Source: an optimization exercise on an open RTL-to-GDS flow (aim: small area and a short achievable clock period). Production flows keep margins and buffers that such runs may drop. At most, simulation tests tie the RTL to the original design; equivalence was not proved. Power figures rest on the tool's default switching activity, not on a simulated workload.

==> juniper <==
==> flow/design.v <==
package riscv_pkg;
  localparam int XLEN = 32;
  localparam logic [XLEN-1:0] PC_INC = 32'd4;
  typedef enum logic [1:0] {
    CTR_SNT = 2'd0,
    CTR_WNT = 2'd1,
    CTR_WT  = 2'd2,
    CTR_ST  = 2'd3
  } ctr_e;
endpackage
import riscv_pkg::*;
module riscv_sat_counter2
(
  input  logic [1:0] ctr,
  input  logic       inc,
  output logic [1:0] ctr_next
);
  always_comb begin
    ctr_next = ctr;
    if (inc) begin
      if (ctr != CTR_ST) ctr_next = ctr + 2'd1;
    end else begin
      if (ctr != CTR_SNT) ctr_next = ctr - 2'd1;
    end
  end
endmodule
import riscv_pkg::*;
module riscv_branch_predictor
#(
  parameter int ENTRIES = 16
) (
  input  logic            clk,
  input  logic            rst,
  input  logic [XLEN-1:0] lookup_pc,
  output logic            pred_taken,
  output logic [XLEN-1:0] pred_target,
  input  logic            upd_valid,
  input  logic [XLEN-1:0] upd_pc,
  input  logic            upd_taken,
  input  logic [XLEN-1:0] upd_target,
  input  logic            upd_pred_taken,
  input  logic [XLEN-1:0] upd_pred_target,
  output logic            mispredict,
  output logic [XLEN-1:0] redirect_pc,
  output logic [XLEN-1:0] mispredict_count
);
  localparam int IDX   = $clog2(ENTRIES);
  localparam int TAG_W = XLEN - IDX - 2;
  logic [ENTRIES-1:0] valid_q;
  logic [TAG_W-1:0]   tag_q    [ENTRIES];
  logic [XLEN-1:0]    target_q [ENTRIES];
  logic [1:0]         ctr_q    [ENTRIES];
  logic [IDX-1:0]   lk_idx, up_idx;
  logic [TAG_W-1:0] lk_tag, up_tag;
  logic             lk_hit, up_hit, wrong;
  logic [1:0]       up_ctr_next;
  assign lk_idx = lookup_pc[IDX+1:2];
  assign lk_tag = lookup_pc[XLEN-1:IDX+2];
  assign up_idx = upd_pc[IDX+1:2];
  assign up_tag = upd_pc[XLEN-1:IDX+2];
  assign lk_hit      = valid_q[lk_idx] && (tag_q[lk_idx] == lk_tag);
  assign pred_taken  = lk_hit && ctr_q[lk_idx][1];
  assign pred_target = pred_taken ? target_q[lk_idx] : lookup_pc + PC_INC;
  assign up_hit = valid_q[up_idx] && (tag_q[up_idx] == up_tag);
  assign wrong  = (upd_taken != upd_pred_taken) ||
                  (upd_taken && (upd_pred_target != upd_target));
  riscv_sat_counter2 u_ctr (
    .ctr      (ctr_q[up_idx]),
    .inc      (upd_taken),
    .ctr_next (up_ctr_next)
  );
  always_ff @(posedge clk) begin
    if (rst) begin
      valid_q <= '0;
      for (int i = 0; i < ENTRIES; i++) begin
        tag_q[i]    <= '0;
        target_q[i] <= '0;
        ctr_q[i]    <= CTR_WNT;
      end
    end else if (upd_valid) begin
      if (up_hit) begin
        ctr_q[up_idx] <= up_ctr_next;
        if (upd_taken) target_q[up_idx] <= upd_target;
      end else if (upd_taken) begin
        valid_q[up_idx]  <= 1'b1;
        tag_q[up_idx]    <= up_tag;
        target_q[up_idx] <= upd_target;
        ctr_q[up_idx]    <= CTR_WT;
      end
    end
  end
  always_ff @(posedge clk) begin
    if (rst) begin
      mispredict       <= 1'b0;
      redirect_pc      <= '0;
      mispredict_count <= '0;
    end else begin
      mispredict <= upd_valid && wrong;
      if (upd_valid && wrong) begin
        redirect_pc <= upd_taken ? upd_target : upd_pc + PC_INC;
        if (mispredict_count != '1) mispredict_count <= mispredict_count + 32'd1;
      end
    end
  end
endmodule
==> flow/run.sh <==
#!/bin/bash
# synth_recipe.tcl (not shown) runs the flow's synth.tcl, then flattens the netlist and writes it again
# the make line also repeats each setting of config.mk as NAME=value (left out here)
make -C /OpenROAD-flow-scripts/flow DESIGN_CONFIG=/design/flow/config.mk WORK_HOME=/design/flow/orfs CLKGATE_MAP_FILE= SYNTH_SCRIPT=/design/flow/synth_recipe.tcl finish
==> flow/config.mk <==
export PLATFORM = sky130hd
export DESIGN_NAME = riscv_branch_predictor
export DESIGN_NICKNAME = riscv_branch_predictor
export VERILOG_FILES = /design/flow/design.v
export SDC_FILE = /design/flow/constraint.sdc
export NUM_CORES = 4
export LEC_CHECK = 0
export CAP_MARGIN = 20
export CORE_MARGIN = 2
export CORE_UTILIZATION = 40
export SLEW_MARGIN = 20
==> flow/constraint.sdc <==
create_clock -name core_clock -period 6.5 [get_ports {clk}]
set_input_delay 1.3000 -clock core_clock [delete_from_list [all_inputs] [get_ports {clk}]]
set_output_delay 1.3000 -clock core_clock [all_outputs]
set_load 0.01 [all_outputs]
==> yarrow: changes against juniper <==
==> flow/design.v, changed modules only <==
module riscv_branch_predictor
#(
  parameter int ENTRIES = 16
) (
  input  logic            clk,
  input  logic            rst,
  input  logic [XLEN-1:0] lookup_pc,
  output logic            pred_taken,
  output logic [XLEN-1:0] pred_target,
  input  logic            upd_valid,
  input  logic [XLEN-1:0] upd_pc,
  input  logic            upd_taken,
  input  logic [XLEN-1:0] upd_target,
  input  logic            upd_pred_taken,
  input  logic [XLEN-1:0] upd_pred_target,
  output logic            mispredict,
  output logic [XLEN-1:0] redirect_pc,
  output logic [XLEN-1:0] mispredict_count
);
  localparam int IDX   = $clog2(ENTRIES);
  localparam int TAG_W = XLEN - IDX - 2;
  logic [ENTRIES-1:0] valid_q;
  logic [TAG_W-1:0]   tag_q    [ENTRIES];
  logic [XLEN-1:0]    target_q [ENTRIES];
  logic [1:0]         ctr_q    [ENTRIES];
  logic [TAG_W-1:0]   lk_tag, up_tag;
  logic [IDX-1:0]     lk_idx, up_idx;
  logic [ENTRIES-1:0] lk_sel, lk_hsel, up_sel;
  logic               up_hit, wrong;
  assign lk_tag = lookup_pc[XLEN-1:IDX+2];
  assign lk_idx = lookup_pc[IDX+1:2];
  assign up_tag = upd_pc[XLEN-1:IDX+2];
  assign up_idx = upd_pc[IDX+1:2];
  for (genvar g = 0; g < ENTRIES; g++) begin : g_sel
    assign lk_sel[g]  = (lk_idx == g);
    assign up_sel[g]  = (up_idx == g);
    riscv_btb_dec4 #(.V(g)) u_hdec (.a(lk_idx), .y(lk_hsel[g]));
  end
  logic [ENTRIES-1:0] lk_nhit;
  for (genvar g = 0; g < ENTRIES; g++) begin : g_match
    riscv_btb_match #(.W(TAG_W)) u_match (
      .tag  (tag_q[g]),
      .key  (lk_tag),
      .en   (valid_q[g] & ctr_q[g][1]),
      .sel  (lk_hsel[g]),
      .nhit (lk_nhit[g])
    );
  end
  logic [3:0]      lk_pt;
  for (genvar c = 0; c < 4; c++) begin : g_pt
    riscv_btb_any16 u_any (.nhit(lk_nhit), .any(lk_pt[c]));
  end
  assign pred_taken = lk_pt[0];
  logic [XLEN-1:0] lk_tgt_rd, lk_inc;
  always_comb begin
    lk_tgt_rd = '0;
    for (int i = 0; i < ENTRIES; i++)
      lk_tgt_rd = lk_tgt_rd | ({XLEN{lk_sel[i]}} & target_q[i]);
  end
  riscv_btb_inc30 u_lk_inc (.a(lookup_pc[XLEN-1:2]), .y(lk_inc[XLEN-1:2]));
  assign lk_inc[1:0] = lookup_pc[1:0];
  for (genvar b = 0; b < XLEN; b++) begin : g_out
    riscv_g_mux2i u_out (.s(lk_pt[b/8]), .a0(~lk_inc[b]), .a1(~lk_tgt_rd[b]),
                         .y(pred_target[b]));
  end
  logic [TAG_W-1:0] up_tag_rd;
  logic             up_v_rd;
  always_comb begin
    up_tag_rd = '0;
    up_v_rd   = 1'b0;
    for (int i = 0; i < ENTRIES; i++) begin
      up_tag_rd = up_tag_rd | ({TAG_W{up_sel[i]}} & tag_q[i]);
      up_v_rd   = up_v_rd   | (up_sel[i] & valid_q[i]);
    end
  end
  assign up_hit = up_v_rd && (up_tag_rd == up_tag);
  assign wrong  = (upd_taken != upd_pred_taken) ||
                  (upd_taken && (upd_pred_target != upd_target));
  logic [1:0] ctr_step [ENTRIES];
  always_ff @(posedge clk) begin
    for (int i = 0; i < ENTRIES; i++) begin
      if (upd_valid && upd_taken && up_sel[i]) begin
        tag_q[i]    <= up_tag;
        target_q[i] <= upd_target;
      end
      if (upd_valid && up_sel[i] && (up_hit || upd_taken))
        ctr_q[i] <= up_hit ? ctr_step[i] : CTR_WT;
    end
  end
  for (genvar g = 0; g < ENTRIES; g++) begin : g_ctr
    riscv_sat_counter2 u_ctr (
      .ctr      (ctr_q[g]),
      .inc      (upd_taken),
      .ctr_next (ctr_step[g])
    );
  end
  always_ff @(posedge clk) begin
    if (rst) valid_q <= '0;
    else if (upd_valid && upd_taken) valid_q <= valid_q | up_sel;
  end
  logic [XLEN:0] cnt_inc;
  assign cnt_inc = {1'b0, mispredict_count} + 33'd1;
  always_ff @(posedge clk) begin
    if (rst) begin
      mispredict       <= 1'b0;
      redirect_pc      <= '0;
      mispredict_count <= '0;
    end else begin
      mispredict <= upd_valid && wrong;
      if (upd_valid && wrong) begin
        redirect_pc <= upd_taken ? upd_target : {upd_pc[XLEN-1:2] + 30'd1, upd_pc[1:0]};
        if (!cnt_inc[XLEN]) mispredict_count <= cnt_inc[XLEN-1:0];
      end
    end
  end
endmodule
module riscv_btb_match
#(
  parameter int W = 26
) (
  input  logic [W-1:0] tag,
  input  logic [W-1:0] key,
  input  logic         en,
  input  logic         sel,
  output logic         nhit
);
  logic [27:0] eq;
  logic [6:0]  n;
  logic [3:0]  a;
  for (genvar b = 0; b < W; b++) begin : g_eq
    riscv_g_xnor2 u_eq (.a(tag[b]), .b(key[b]), .y(eq[b]));
  end
  assign eq[26] = en;
  assign eq[27] = sel;
  for (genvar k = 0; k < 7; k++) begin : g_n
    riscv_g_nand4 u_n (.a(eq[4*k+3:4*k]), .y(n[k]));
  end
  riscv_g_nor2  u_a0 (.a(n[1:0]), .y(a[0]));
  riscv_g_nor2  u_a1 (.a(n[3:2]), .y(a[1]));
  riscv_g_nor2  u_a2 (.a(n[5:4]), .y(a[2]));
  riscv_g_inv   u_a3 (.a(n[6]),   .y(a[3]));
  riscv_g_nand4 u_h  (.a(a), .y(nhit));
endmodule
module riscv_btb_any16 (
  input  logic [15:0] nhit,
  output logic        any
);
  logic [7:0] p;
  logic [3:0] q;
  for (genvar k = 0; k < 8; k++) begin : g_p
    riscv_g_nand2 u_p (.a(nhit[2*k+1:2*k]), .y(p[k]));
  end
  for (genvar k = 0; k < 4; k++) begin : g_q
    riscv_g_nor2 u_q (.a(p[2*k+1:2*k]), .y(q[k]));
  end
  riscv_g_nand4 u_any (.a(q), .y(any));
endmodule
module riscv_btb_inc30 (
  input  logic [29:0] a,
  output logic [29:0] y
);
  logic [29:0] c;
  assign c[0] = 1'b1;
  for (genvar k = 1; k < 30; k++) begin : g_c
    assign c[k] = &a[k-1:0];
  end
  assign y = a ^ c;
endmodule
module riscv_btb_dec4
#(
  parameter int V = 0
) (
  input  logic [3:0] a,
  output logic       y
);
  assign y = (a == V);
endmodule
module riscv_g_xnor2 (input logic a, input logic b, output logic y);
  assign y = ~(a ^ b);
endmodule
module riscv_g_nand2 (input logic [1:0] a, output logic y);
  assign y = ~&a;
endmodule
module riscv_g_nand4 (input logic [3:0] a, output logic y);
  assign y = ~&a;
endmodule
module riscv_g_nor2 (input logic [1:0] a, output logic y);
  assign y = ~|a;
endmodule
module riscv_g_inv (input logic a, output logic y);
  assign y = ~a;
endmodule
module riscv_g_mux2i (input logic s, input logic a0, input logic a1, output logic y);
  assign y = ~(s ? a1 : a0);
endmodule
==> flow/flow/run.sh (new file) <==
#!/bin/bash
# Standard layout with small port buffers, larger clock sink clusters and no
# dummy loads in the clock tree.
export BUFFER_PORTS_ARGS="-buffer_cell sky130_fd_sc_hd__buf_2"
export CTS_ARGS="-sink_clustering_enable -repair_clock_nets -dont_use_dummy_load -sink_clustering_size 30 -sink_clustering_max_diameter 70"
bash standard.sh > standard_run.log 2>&1
==> flow/standard.sh (new file) <==
#!/bin/bash
# synth_recipe.tcl (not shown) runs the flow's synth.tcl, then flattens the netlist and writes it again
# the make line also repeats each setting of config.mk as NAME=value (left out here)
make -C /OpenROAD-flow-scripts/flow DESIGN_CONFIG=/design/flow/config.mk WORK_HOME=/design/flow/orfs CLKGATE_MAP_FILE= SYNTH_SCRIPT=/design/flow/synth_recipe.tcl "${@:-finish}"
- PLACE_DENSITY: unset -> 0.75
- SETUP_SLACK_MARGIN: unset -> 2.5
- SYNTH_HIERARCHICAL: unset -> 1
removed: flow/run.sh
==> indigo: changes against juniper <==
==> flow/design.v, changed modules only <==
module riscv_branch_predictor
#(
  parameter int ENTRIES = 16
) (
  input  logic            clk,
  input  logic            rst,
  input  logic [XLEN-1:0] lookup_pc,
  output logic            pred_taken,
  output logic [XLEN-1:0] pred_target,
  input  logic            upd_valid,
  input  logic [XLEN-1:0] upd_pc,
  input  logic            upd_taken,
  input  logic [XLEN-1:0] upd_target,
  input  logic            upd_pred_taken,
  input  logic [XLEN-1:0] upd_pred_target,
  output logic            mispredict,
  output logic [XLEN-1:0] redirect_pc,
  output logic [XLEN-1:0] mispredict_count
);
  localparam int IDX   = $clog2(ENTRIES);
  localparam int TAG_W = XLEN - IDX - 2;
  logic [ENTRIES-1:0] valid_q;
  logic [TAG_W-1:0]   tag_q    [ENTRIES];
  logic [XLEN-1:0]    target_q [ENTRIES];
  logic [1:0]         ctr_q    [ENTRIES];
  logic [TAG_W-1:0] lk_tag, up_tag;
  logic [ENTRIES-1:0] lk_sel, up_sel;
  logic             up_hit, wrong;
  assign lk_tag = lookup_pc[XLEN-1:IDX+2];
  assign up_tag = upd_pc[XLEN-1:IDX+2];
  always_comb begin
    for (int i = 0; i < ENTRIES; i++) begin
      lk_sel[i] = (lookup_pc[IDX+1:2] == i);
      up_sel[i] = (upd_pc[IDX+1:2] == i);
    end
  end
  logic [TAG_W-1:0] up_tag_rd;
  logic [XLEN-1:0]  lk_tgt_rd;
  logic             lk_vt_rd, up_v_rd;
  logic [ENTRIES-1:0] lk_match;
  always_comb
    for (int i = 0; i < ENTRIES; i++)
      lk_match[i] = valid_q[i] && ctr_q[i][1] && (tag_q[i] == lk_tag);
  always_comb begin
    lk_tgt_rd = '0;
    lk_vt_rd  = 1'b0;
    up_tag_rd = '0;
    up_v_rd   = 1'b0;
    for (int i = 0; i < ENTRIES; i++) begin
      lk_tgt_rd = lk_tgt_rd | ({XLEN{lk_sel[i]}} & target_q[i]);
      lk_vt_rd  = lk_vt_rd  | (lk_sel[i] & lk_match[i]);
      up_tag_rd = up_tag_rd | ({TAG_W{up_sel[i]}} & tag_q[i]);
      up_v_rd   = up_v_rd   | (up_sel[i] & valid_q[i]);
    end
  end
  assign pred_taken  = lk_vt_rd;
  assign pred_target = pred_taken ? lk_tgt_rd : {lookup_pc[XLEN-1:2] + 30'd1, lookup_pc[1:0]};
  assign up_hit = up_v_rd && (up_tag_rd == up_tag);
  assign wrong  = (upd_taken != upd_pred_taken) ||
                  (upd_taken && (upd_pred_target != upd_target));
  logic [1:0] ctr_step [ENTRIES];
  always_ff @(posedge clk) begin
    for (int i = 0; i < ENTRIES; i++) begin
      if (upd_valid && upd_taken && up_sel[i]) begin
        tag_q[i]    <= up_tag;
        target_q[i] <= upd_target;
      end
      if (upd_valid && up_sel[i] && (up_hit || upd_taken))
        ctr_q[i] <= up_hit ? ctr_step[i] : CTR_WT;
    end
  end
  for (genvar g = 0; g < ENTRIES; g++) begin : g_ctr
    riscv_sat_counter2 u_ctr (
      .ctr      (ctr_q[g]),
      .inc      (upd_taken),
      .ctr_next (ctr_step[g])
    );
  end
  always_ff @(posedge clk) begin
    if (rst) valid_q <= '0;
    else if (upd_valid && upd_taken) valid_q <= valid_q | up_sel;
  end
  logic [XLEN:0] cnt_inc;
  assign cnt_inc = {1'b0, mispredict_count} + 33'd1;
  always_ff @(posedge clk) begin
    if (rst) begin
      mispredict       <= 1'b0;
      redirect_pc      <= '0;
      mispredict_count <= '0;
    end else begin
      mispredict <= upd_valid && wrong;
      if (upd_valid && wrong) begin
        redirect_pc <= upd_taken ? upd_target : {upd_pc[XLEN-1:2] + 30'd1, upd_pc[1:0]};
        if (!cnt_inc[XLEN]) mispredict_count <= cnt_inc[XLEN-1:0];
      end
    end
  end
endmodule
- CORE_UTILIZATION: 40 -> 55
- SETUP_SLACK_MARGIN: unset -> 3
==> notes <==
juniper passed the timing, design-rule and antenna checks. yarrow passed the timing, design-rule and antenna checks. indigo completed, yet does not pass: antenna rules. The highest clock power belongs to juniper, the lowest to yarrow. The lowest area after synthesis belongs to indigo, the highest to juniper. Between indigo and juniper, the lower hold slack is in juniper (gap 20 ps). Setup slack: indigo is lower than yarrow (620 ps). Of yarrow and juniper, juniper has the higher die area (gap about 12%, measured against juniper). In indigo the global-route usage is higher than in yarrow, by 22 points. Cell area: yarrow < indigo < juniper. Cell count: indigo < yarrow < juniper. Between indigo and yarrow, the lower core utilization is in yarrow (gap 26 points). Sequential share of layout area, highest first: yarrow, indigo, juniper. The lowest first-iteration DRC count belongs to juniper, the highest to indigo.
==> figures <==
quantity                                                        juniper          yarrow                    indigo
Outcome                                                  finished clean  finished clean  finished with violations
Reasons for failing layout checks                                     -               -             antenna rules
Total track usage                                                27.25%          28.28%                    50.31%
Met2 wire length                                               86940 um        75960 um                  96190 um
First drt pass iteration count                                        5               7                         6
Non-filler instance count after layout                             5846            5342                      5292
Critical path peak fanout                                            59              18                         6
Post-detailed-placement half-perimeter wirelength             121800 um       110100 um                 142100 um
Post-synthesis average cell area                              13.97 um2       13.70 um2                 13.60 um2
Min Clock Period, post-route                                    6331 ps         4876 ps                   5492 ps
Setup slack of the critical path after layout                  168.9 ps         1624 ps                   1008 ps
Area enclosed by the die boundary                            0.1369 mm2      0.1204 mm2               0.08781 mm2
Fillers                                                           11570            9843                      5341
Post-CTS setup buffers                                                0              73                        97
# placed instances                                                 5633            5150                      4875
Internal power component                                       12.09 mW        9.268 mW                  11.70 mW
WL/cell                                                        32.22 um        33.33 um                  43.47 um
Number of buffers created by CTS                                    112              49                       104
Repair and plain buffers                                            447             485                       715
Setup slack after placement                                    152.1 ps        52.39 ps                 -76.52 ps
Routed length on met3                                          21170 um        29500 um                  36390 um
Simple-gate share of the synthesized area                        15.21%          10.14%                    9.337%
Path depth of the worst reg2reg path                                 11              10                        13
Proportion of synthesized chip area in sequential cells          56.81%          64.70%                    64.79%
No functional check of the RTL was part of indigo.

[re-timing with driven ports]
No port has a modelled driver above. Below, the same layouts with a new extraction and two added sets of constraints.
Step 1 sets driving cells, clkbuf_16 on the clock port and buf_2 on the other inputs (assumed; they add their load-dependent delay and slew).
Step 2 times the ports against the registers' clock, not the clock port: input delays grow and output delays shrink by t, the midpoint of the rising clock arrivals with the driver on.
Slacks: no drivers / after step 1 / after step 2; pairs: no drivers / after step 1.
| run | t, ns | setup slack, ns | worst setup path at the end | worst data-port slew with drivers (ns) |
|---|---|---|---|---|
| juniper | 0.811 | 0.169 / 0.118 / 0.118 | input to output | 0.10 |
| yarrow | 0.723 | 1.624 / 1.349 / 1.349 | input to output | 0.35 |
| indigo | 0.794 | 1.008 / 0.966 / 0.951 | input to register | 0.10 |
For yarrow, which loses most, drivers alone change the setup slack by -0.275 ns; drivers and shift together by -0.275 ns.
